This is an optimization exercise on Yosys and OpenROAD, whose aim is small area and a short achievable clock period, not a production implementation.
Where RTL was checked, it was by simulation tests only, not by an equivalence proof against the original.

// iir_biquad_filter
module iir_biquad_filter #(
  parameter int unsigned NB   = 10,
  parameter int unsigned NC   = 10,
  parameter int unsigned FRAC = 9
) (
  input  logic                 CLK,
  input  logic                 RST,
  input  logic signed [NB-1:0] DIN,
  input  logic                 VIN,
  input  logic                 COEF_WE,
  input  logic [2:0]           COEF_ADDR,
  input  logic signed [NC-1:0] COEF_DATA,
  input  logic                 COEF_COMMIT,
  input  logic                 FLUSH,
  input  logic                 BYPASS,
  input  logic                 CLR_SAT,
  output logic signed [NB-1:0] DOUT,
  output logic                 VOUT,
  output logic                 SAT
);
clock: 11.0 ns
lec_check: 0
abc_area: 1
cap_margin: 20
core_margin: 2
core_utilization: 40
setup_slack_margin: 4.5
slew_margin: 20
synth_hierarchical: 1
synth_minimum_keep_size: 0
run.sh (not shown) runs the stock make flow with config.mk's settings and CLKGATE_MAP_FILE= SYNTH_SCRIPT=/design/flow/synth_recipe.tcl, a recipe that flattens the netlist after the stock synthesis.
The baseline ran to the end with no violations.
Next try:
==> flow/flow/run.sh (new file) <==
#!/bin/bash
# Layout flow: the standard flow (standard.sh) with two changes: the
# ports are buffered with a plain buffer cell, and timing repair only resizes
# and swaps cells (no buffer insertion or gate cloning). Each step's full
# output goes to a log file of its own in the work folder.
set -euo pipefail
bash standard.sh synth > synth.log 2>&1
bash standard.sh "BUFFER_PORTS_ARGS=-buffer_cell sky130_fd_sc_hd__buf_2" \
  "SETUP_MOVE_SEQUENCE=unbuffer,sizeup,swap" finish > layout.log 2>&1
==> flow/standard.sh (new file) <==
#!/bin/bash
# synth_recipe.tcl (not shown) runs the flow's synth.tcl, then flattens the netlist and writes it again
# the make line also repeats each setting of config.mk as NAME=value (left out here)
make -C /OpenROAD-flow-scripts/flow DESIGN_CONFIG=/design/flow/config.mk WORK_HOME=/design/flow/orfs CLKGATE_MAP_FILE= SYNTH_SCRIPT=/design/flow/synth_recipe.tcl "${@:-finish}"
--- a/flow/config.mk
+++ b/flow/config.mk
@@ -10,3 +10,3 @@
 export CORE_MARGIN = 2
-export CORE_UTILIZATION = 40
+export CORE_UTILIZATION = 50
 export SETUP_SLACK_MARGIN = 4.5
removed: flow/run.sh
Synthesized area does not change.
Worst hold slack barely changes.
Non-clock buffer count went down by 74.
Worst setup slack is worse by 0.23 ns.
Flip-flop and latch count stays the same.
Die area is lower by 20%.
Clock-buffer cell count goes up by 2.

Starting RTL as in the previous note.
clock: 11.0 ns
lec_check: 0
abc_area: 1
cap_margin: 20
core_margin: 2
core_utilization: 40
place_density: 0.75
setup_slack_margin: 4.5
slew_margin: 20
synth_hierarchical: 1
synth_minimum_keep_size: 0
standard.sh (not shown) runs the stock make flow with config.mk's settings and CLKGATE_MAP_FILE= SYNTH_SCRIPT=/design/flow/synth_recipe.tcl, a recipe that flattens the netlist after the stock synthesis.
==> flow/flow/run.sh <==
#!/bin/bash
# Layout flow: the standard flow (standard.sh) with two changes: the
# ports are buffered with a plain buffer cell, and timing repair only resizes
# and swaps cells and inserts buffers, but does not clone gates. Each step's full
# output goes to a log file of its own in the work folder.
set -euo pipefail
bash standard.sh synth > synth.log 2>&1
bash standard.sh "BUFFER_PORTS_ARGS=-buffer_cell sky130_fd_sc_hd__buf_2" \
  "SETUP_MOVE_SEQUENCE=unbuffer,sizeup,swap,buffer" finish > layout.log 2>&1
The starting point completed with no timing, DRC or antenna violations.
==> next run, changes <==
==> flow/flow/run.sh (replaced) <==
#!/bin/bash
# Layout flow: the standard flow (standard.sh) with two changes: the
# ports are buffered with a plain buffer cell, and timing repair only resizes
# and swaps cells (no buffer insertion or gate cloning). Each step's full
# output goes to a log file of its own in the work folder.
set -euo pipefail
bash standard.sh synth > synth.log 2>&1
bash standard.sh "BUFFER_PORTS_ARGS=-buffer_cell sky130_fd_sc_hd__buf_2" \
  "SETUP_MOVE_SEQUENCE=unbuffer,sizeup,swap" finish > layout.log 2>&1
After rerunning: Hold slack barely changes; critical path depth came out lower by 8; via count came out lower by a few percent; design area falls by a few percent; routed wire length came out lower by a few percent; sequential share of layout area grows by 0.93 points; cell count drops by a few percent; global-route usage is lower by 0.23 points.
==> next run, changes <==
PLACE_DENSITY = 0.85   (was 0.75)
What happened: The new run ran to the end with no violations; cell area rose by 3.4%.

main:
Another version of the RTL of iir_biquad_filter (not shown whole).
For scale: ~2000 cells after synthesis, about 190 flip-flops, roughly 19000 sq um of cells after synthesis.
## iir_biquad_filter
module iir_biquad_filter #(
  parameter int unsigned NB   = 10,
  parameter int unsigned NC   = 10,
  parameter int unsigned FRAC = 9
) (
  input  logic                 CLK,
  input  logic                 RST,
  input  logic signed [NB-1:0] DIN,
  input  logic                 VIN,
  input  logic                 COEF_WE,
  input  logic [2:0]           COEF_ADDR,
  input  logic signed [NC-1:0] COEF_DATA,
  input  logic                 COEF_COMMIT,
  input  logic                 FLUSH,
  input  logic                 BYPASS,
  input  logic                 CLR_SAT,
  output logic signed [NB-1:0] DOUT,
  output logic                 VOUT,
  output logic                 SAT
);
  localparam int unsigned NCOEF = 5;
  logic [NC-1:0] shd_q [NCOEF];
  logic [NC-1:0] act_q [NCOEF];
  logic [NC-1:0] act_d [NCOEF];
  logic [NB-1:0] x1_q, x2_q, y1_q, y2_q;
  logic [NB-1:0] x1_d, x2_d, y1_d, y2_d;
  logic [NB-1:0] dout_q;
  logic          vout_q, sat_q;
  logic [21:0]   pre_a_q, pre_b_q;
  logic [21:0]   pre_a_d, pre_b_d;
  logic [21:0]   acc_c;
  logic [NB-1:0] y_c;
  logic          clip_c;
  logic          filt_c;
  always_comb begin
    for (int i = 0; i < NCOEF; i++) act_d[i] = COEF_COMMIT ? shd_q[i] : act_q[i];
    x1_d = x1_q;
    x2_d = x2_q;
    y1_d = y1_q;
    y2_d = y2_q;
    if (filt_c) begin
      x2_d = x1_q;
      x1_d = DIN;
      y2_d = y1_q;
      y1_d = y_c;
    end
    if (FLUSH) begin
      x1_d = '0;
      x2_d = '0;
      y1_d = '0;
      y2_d = '0;
    end
  end
  wire pb1_one0, pb1_two0, pb1_neg0;
  assign pb1_one0 = act_d[1][0] ^ 1'b0;
  assign pb1_two0 = (act_d[1][1] & ~act_d[1][0] & ~1'b0) | (~act_d[1][1] & act_d[1][0] & 1'b0);
  assign pb1_neg0 = act_d[1][1] & ~(act_d[1][0] & 1'b0);
  wire [10:0] pb1_r0;
  assign pb1_r0[0] = (pb1_one0 & x1_d[0]) ^ pb1_neg0;
  assign pb1_r0[1] = ((pb1_one0 & x1_d[1]) | (pb1_two0 & x1_d[0])) ^ pb1_neg0;
  ...
Settings: LEC_CHECK=0, ABC_AREA=1, CAP_MARGIN=20, CORE_MARGIN=2, CORE_UTILIZATION=40, SETUP_SLACK_MARGIN=4.5, SLEW_MARGIN=20, SYNTH_HIERARCHICAL=1, SYNTH_MINIMUM_KEEP_SIZE=0; clock period 11.0 ns.
==> flow/flow/run.sh <==
#!/bin/bash
# Layout flow: the standard flow (standard.sh) with two changes: the
# ports are buffered with a plain buffer cell, and timing repair only resizes
# and swaps cells (no buffer insertion or gate cloning). Each step's full
# output goes to a log file of its own in the work folder.
set -euo pipefail
bash standard.sh synth > synth.log 2>&1
bash standard.sh "BUFFER_PORTS_ARGS=-buffer_cell sky130_fd_sc_hd__buf_2" \
  "SETUP_MOVE_SEQUENCE=unbuffer,sizeup,swap" finish > layout.log 2>&1
> inputs changed (main -> the feature branch)
==> flow/run.sh (new file) <==
#!/bin/bash
# synth_recipe.tcl (not shown) runs the flow's synth.tcl, then flattens the netlist and writes it again
# the make line also repeats each setting of config.mk as NAME=value (left out here)
make -C /OpenROAD-flow-scripts/flow DESIGN_CONFIG=/design/flow/config.mk WORK_HOME=/design/flow/orfs CLKGATE_MAP_FILE= SYNTH_SCRIPT=/design/flow/synth_recipe.tcl finish
removed: flow/flow/run.sh
removed: flow/standard.sh
[summary]
- Re total wire length: main was lower than the feature branch.
- The feature branch closes out successfully: all stages finished, all timing, DRC and antenna checks passed.
- main completed every stage of the flow, and the final layout passed the timing, DRC and antenna checks.
- The higher multi-input logic portion of the cell area came out of main.
- Diff main -> the feature branch: non-clock buffer count rose by 190%; clock network area share was more or less identical.
- Taking main as the reference, in the feature branch register-to-register slack moved up, count of inserted tapcells level.
- From main to the feature branch the numbers moved as follows: part of the cycle the worst path needs now sits lower, highest attainable clock frequency climbed about 4%.
- Final period demand of the worst path, main and the feature branch, higher one = main.
Function was not checked in any run of this note: the RTL went through the layout flow alone.

build 15:
iir_biquad_filter, a different RTL version from the one above (not shown whole).
Size: ~2000 cells after synthesis, about 43 I/O pins, ~19000 um^2 of cells after synthesis.
## iir_biquad_filter
module iir_biquad_filter #(
  parameter int unsigned NB   = 10,
  parameter int unsigned NC   = 10,
  parameter int unsigned FRAC = 9
) (
  input  logic                 CLK,
  input  logic                 RST,
  input  logic signed [NB-1:0] DIN,
  input  logic                 VIN,
  input  logic                 COEF_WE,
  input  logic [2:0]           COEF_ADDR,
  input  logic signed [NC-1:0] COEF_DATA,
  input  logic                 COEF_COMMIT,
  input  logic                 FLUSH,
  input  logic                 BYPASS,
  input  logic                 CLR_SAT,
  output logic signed [NB-1:0] DOUT,
  output logic                 VOUT,
  output logic                 SAT
);
  localparam int unsigned NCOEF = 5;
  logic [NC-1:0] shd_q [NCOEF];
  logic [NC-1:0] act_q [NCOEF];
  logic [NC-1:0] act_d [NCOEF];
  logic [NB-1:0] x1_q, x2_q, y1_q, y2_q;
  logic [NB-1:0] x1_d, x2_d, y1_d, y2_d;
  logic [NB-1:0] dout_q;
  logic          vout_q, sat_q;
  logic [21:0]   pre_a_q, pre_b_q;
  logic [21:0]   pre_a_d, pre_b_d;
  logic [21:0]   acc_c;
  logic [NB-1:0] y_c;
  logic          clip_c;
  logic          filt_c;
  always_comb begin
    for (int i = 0; i < NCOEF; i++) act_d[i] = COEF_COMMIT ? shd_q[i] : act_q[i];
    x1_d = x1_q;
    x2_d = x2_q;
    y1_d = y1_q;
    y2_d = y2_q;
    if (filt_c) begin
      x2_d = x1_q;
      x1_d = DIN;
      y2_d = y1_q;
      y1_d = y_c;
    end
    if (FLUSH) begin
      x1_d = '0;
      x2_d = '0;
      y1_d = '0;
      y2_d = '0;
    end
  end
  wire pb1_one0, pb1_two0, pb1_neg0;
  assign pb1_one0 = act_d[1][0] ^ 1'b0;
  assign pb1_two0 = (act_d[1][1] & ~act_d[1][0] & ~1'b0) | (~act_d[1][1] & act_d[1][0] & 1'b0);
  assign pb1_neg0 = act_d[1][1] & ~(act_d[1][0] & 1'b0);
  wire [10:0] pb1_r0;
  assign pb1_r0[0] = (pb1_one0 & x1_d[0]) ^ pb1_neg0;
  assign pb1_r0[1] = ((pb1_one0 & x1_d[1]) | (pb1_two0 & x1_d[0])) ^ pb1_neg0;
  assign pb1_r0[2] = ((pb1_one0 & x1_d[2]) | (pb1_two0 & x1_d[1])) ^ pb1_neg0;
  assign pb1_r0[3] = ((pb1_one0 & x1_d[3]) | (pb1_two0 & x1_d[2])) ^ pb1_neg0;
  ...
==> flow/config.mk <==
export PLATFORM = sky130hd
export DESIGN_NAME = iir_biquad_filter
export DESIGN_NICKNAME = iir_biquad_filter
export VERILOG_FILES = /design/flow/design.v
export SDC_FILE = /design/flow/constraint.sdc
export NUM_CORES = 4
export LEC_CHECK = 0
export ABC_AREA = 1
export CAP_MARGIN = 20
export CORE_MARGIN = 2
export CORE_UTILIZATION = 55
export SETUP_SLACK_MARGIN = 4.5
export SLEW_MARGIN = 20
export SYNTH_HIERARCHICAL = 1
export SYNTH_MINIMUM_KEEP_SIZE = 0
==> flow/constraint.sdc <==
create_clock -name core_clock -period 11.0 [get_ports {CLK}]
set_input_delay 2.2000 -clock core_clock [delete_from_list [all_inputs] [get_ports {CLK}]]
set_output_delay 2.2000 -clock core_clock [all_outputs]
set_load 0.01 [all_outputs]
run.sh (not shown) runs the stock make flow with config.mk's settings and CLKGATE_MAP_FILE= SYNTH_SCRIPT=/design/flow/synth_recipe.tcl, a recipe that flattens the netlist after the stock synthesis.
Stock flow here: none of the scripts above is used.
Edits applied to the flow inputs when going from build 15 to build 51:
Settings: a change of CORE_UTILIZATION from 55 to 40.
==> flow/flow/run.sh (new file) <==
#!/bin/bash
# Layout flow: the standard flow (standard.sh) with three changes: the
# ports are buffered with a plain buffer cell, timing repair only resizes
# and swaps cells (no buffer insertion or gate cloning), and after global
# routing gates off the critical paths are sized down again. Each step's
# full output goes to a log file of its own in the work folder.
set -euo pipefail
bash standard.sh synth > synth.log 2>&1
bash standard.sh "BUFFER_PORTS_ARGS=-buffer_cell sky130_fd_sc_hd__buf_2" \
  "SETUP_MOVE_SEQUENCE=unbuffer,sizeup,swap" "RECOVER_POWER=100" finish > layout.log 2>&1
==> flow/standard.sh (new file) <==
#!/bin/bash
# synth_recipe.tcl (not shown) runs the flow's synth.tcl, then flattens the netlist and writes it again
# the make line also repeats each setting of config.mk as NAME=value (left out here)
make -C /OpenROAD-flow-scripts/flow DESIGN_CONFIG=/design/flow/config.mk WORK_HOME=/design/flow/orfs CLKGATE_MAP_FILE= SYNTH_SCRIPT=/design/flow/synth_recipe.tcl "${@:-finish}"
removed: flow/run.sh
## What came out
To summarise build 51: no stage aborted, but the layout did not pass its checks, failing on max-capacitance violations, max-slew violations.
Average vias per placed instance went down by a little under 10% going from build 15 to build 51.
Of the two values seen for highest-delay cell along the critical path, fa_2 was produced by build 15 and nand2_1 by build 51.
Per the comparison of build 51 with build 15, fraction of layout instances using a drive strength above 1 now smaller; wire length of the first global-routing pass now smaller; routed wire length now smaller; synthesized-area fraction occupied by and/or/nand/nor cells comparable.
Between build 15 and build 51, die extent in x increased.
The lower number of global-route vias before repair of build 15 and build 51 is in build 51.
Delta (build 51 minus build 15): non-clock buffer count in the final layout fell by 130.
Compared to build 15, build 51 has worst setup slack for register-to-register paths 1.57 ns lower.
--- input diff build 51..build 80 ---
Settings: swapping 4.5 for 5 in SETUP_SLACK_MARGIN.
==> flow/run.sh (new file) <==
#!/bin/bash
# synth_recipe.tcl (not shown) runs the flow's synth.tcl, then flattens the netlist and writes it again
# the make line also repeats each setting of config.mk as NAME=value (left out here)
make -C /OpenROAD-flow-scripts/flow DESIGN_CONFIG=/design/flow/config.mk WORK_HOME=/design/flow/orfs CLKGATE_MAP_FILE= SYNTH_SCRIPT=/design/flow/synth_recipe.tcl finish
removed: flow/flow/run.sh
removed: flow/standard.sh
==> run notes <==
- Build 51 finished every stage; the final checks, however, were not passed, the failures being max-capacitance violations, max-slew violations.
- Build 80 has completed all stages; timing, DRC and antenna checks passed.
- [diff] via count, build 80 relative to build 51: regression
- Number of logic inverters in the finished layout (lower): build 51
- Build 80 vs. build 51: total global routing track utilization saw an increase; minimum setup slack after placement saw an increase.
- Against build 51, build 80 reports a area added between synthesis and finish that is higher.
- Compared with build 51, in build 80 routed wire length grew by about 14%; number of standard cells in the final layout excluding fillers grew by 214.

== the baseline ==
iir_biquad_filter with an RTL version that a note above also has.
For scale: about 2100 cells after synthesis, about 200 flip-flops, roughly 43 I/O pins, roughly 19000 um^2 of cells after synthesis.
clock: 11.0 ns
lec_check: 0
abc_area: 1
cap_margin: 20
core_margin: 2
core_utilization: 40
setup_slack_margin: 4.5
slew_margin: 20
synth_hierarchical: 1
synth_minimum_keep_size: 0
standard.sh (not shown) runs the stock make flow with config.mk's settings and CLKGATE_MAP_FILE= SYNTH_SCRIPT=/design/flow/synth_recipe.tcl, a recipe that flattens the netlist after the stock synthesis.
==> flow/flow/run.sh <==
#!/bin/bash
# Layout flow: the standard flow (standard.sh) with two changes: the
# ports are buffered with a plain buffer cell, and timing repair only resizes
# and swaps cells and inserts buffers, but does not clone gates. Each step's full
# output goes to a log file of its own in the work folder.
set -euo pipefail
bash standard.sh synth > synth.log 2>&1
bash standard.sh "BUFFER_PORTS_ARGS=-buffer_cell sky130_fd_sc_hd__buf_2" \
  "SETUP_MOVE_SEQUENCE=unbuffer,sizeup,swap,buffer" finish > layout.log 2>&1
In summary, the baseline completed successfully, with a layout that passed the timing, DRC and antenna checks.
#### Input delta (the candidate over the baseline)
# the baseline
export LEC_CHECK = 0
export ABC_AREA = 1
export CAP_MARGIN = 20
export CORE_MARGIN = 2
export CORE_UTILIZATION = 40
export SETUP_SLACK_MARGIN = 4.5
export SLEW_MARGIN = 20
export SYNTH_HIERARCHICAL = 1
export SYNTH_MINIMUM_KEEP_SIZE = 0
create_clock -name core_clock -period 11.0 [get_ports {CLK}]
# the candidate
export LEC_CHECK = 0
export ABC_AREA = 1
export CAP_MARGIN = 20
export CORE_MARGIN = 2
export CORE_UTILIZATION = 40
export SETUP_SLACK_MARGIN = 5
export SLEW_MARGIN = 20
export SYNTH_HIERARCHICAL = 1
export SYNTH_MINIMUM_KEEP_SIZE = 0
create_clock -name core_clock -period 11.0 [get_ports {CLK}]
==> comparison <==
On first-pass GRT wire length, the candidate does worse than the baseline.
Summary — clock-buffer cell count, the candidate relative to the baseline: higher, by 2.

[static timing again, ports no longer ideal]
Ports are ideal in the flow. The routed layouts listed here were re-timed in OpenROAD.
Step 1, drivers: a clkbuf_16 drives CLK and a buf_2 each remaining input, both assumed.
Step 2 times the ports against the registers' clock, not the clock port: input delays grow and output delays shrink by t, the midpoint of the rising clock arrivals with the driver on.
Three values: ideal ports, drivers, drivers and shift; two values: the first two.
run	t, ns	slack for setup (ns)	worst setup path after step 2	worst data-port slew with drivers (ns)
the first run of note 1	0.606	4.528 / 4.558 / 3.952	input to register	0.05
the second run of note 1	0.589	4.300 / 4.313 / 3.724	input to register	0.04
the first run of note 2	0.593	4.484 / 4.503 / 3.910	input to register	0.05
the second run of note 2	0.593	4.435 / 4.437 / 3.844	input to register	0.05
the third run of note 2	0.577	4.238 / 4.249 / 3.671	input to register	0.06
main	0.516	4.147 / 4.150 / 3.634	input to register	0.05
the feature branch	0.498	4.400 / 4.426 / 3.928	input to register	0.06
build 15	0.523	4.567 / 4.601 / 4.078	input to register	0.06
build 51	0.516	2.401 / 2.412 / 1.896	input to register	0.04
build 80	0.518	4.746 / 4.735 / 4.217	input to register	0.12
the baseline	0.595	4.532 / 4.563 / 3.969	input to register	0.04
the candidate	0.604	4.651 / 4.649 / 4.045	input to register	0.05
The setup slack of the candidate, which loses most, moves by -0.002 ns with the drivers and by -0.606 ns with both steps.
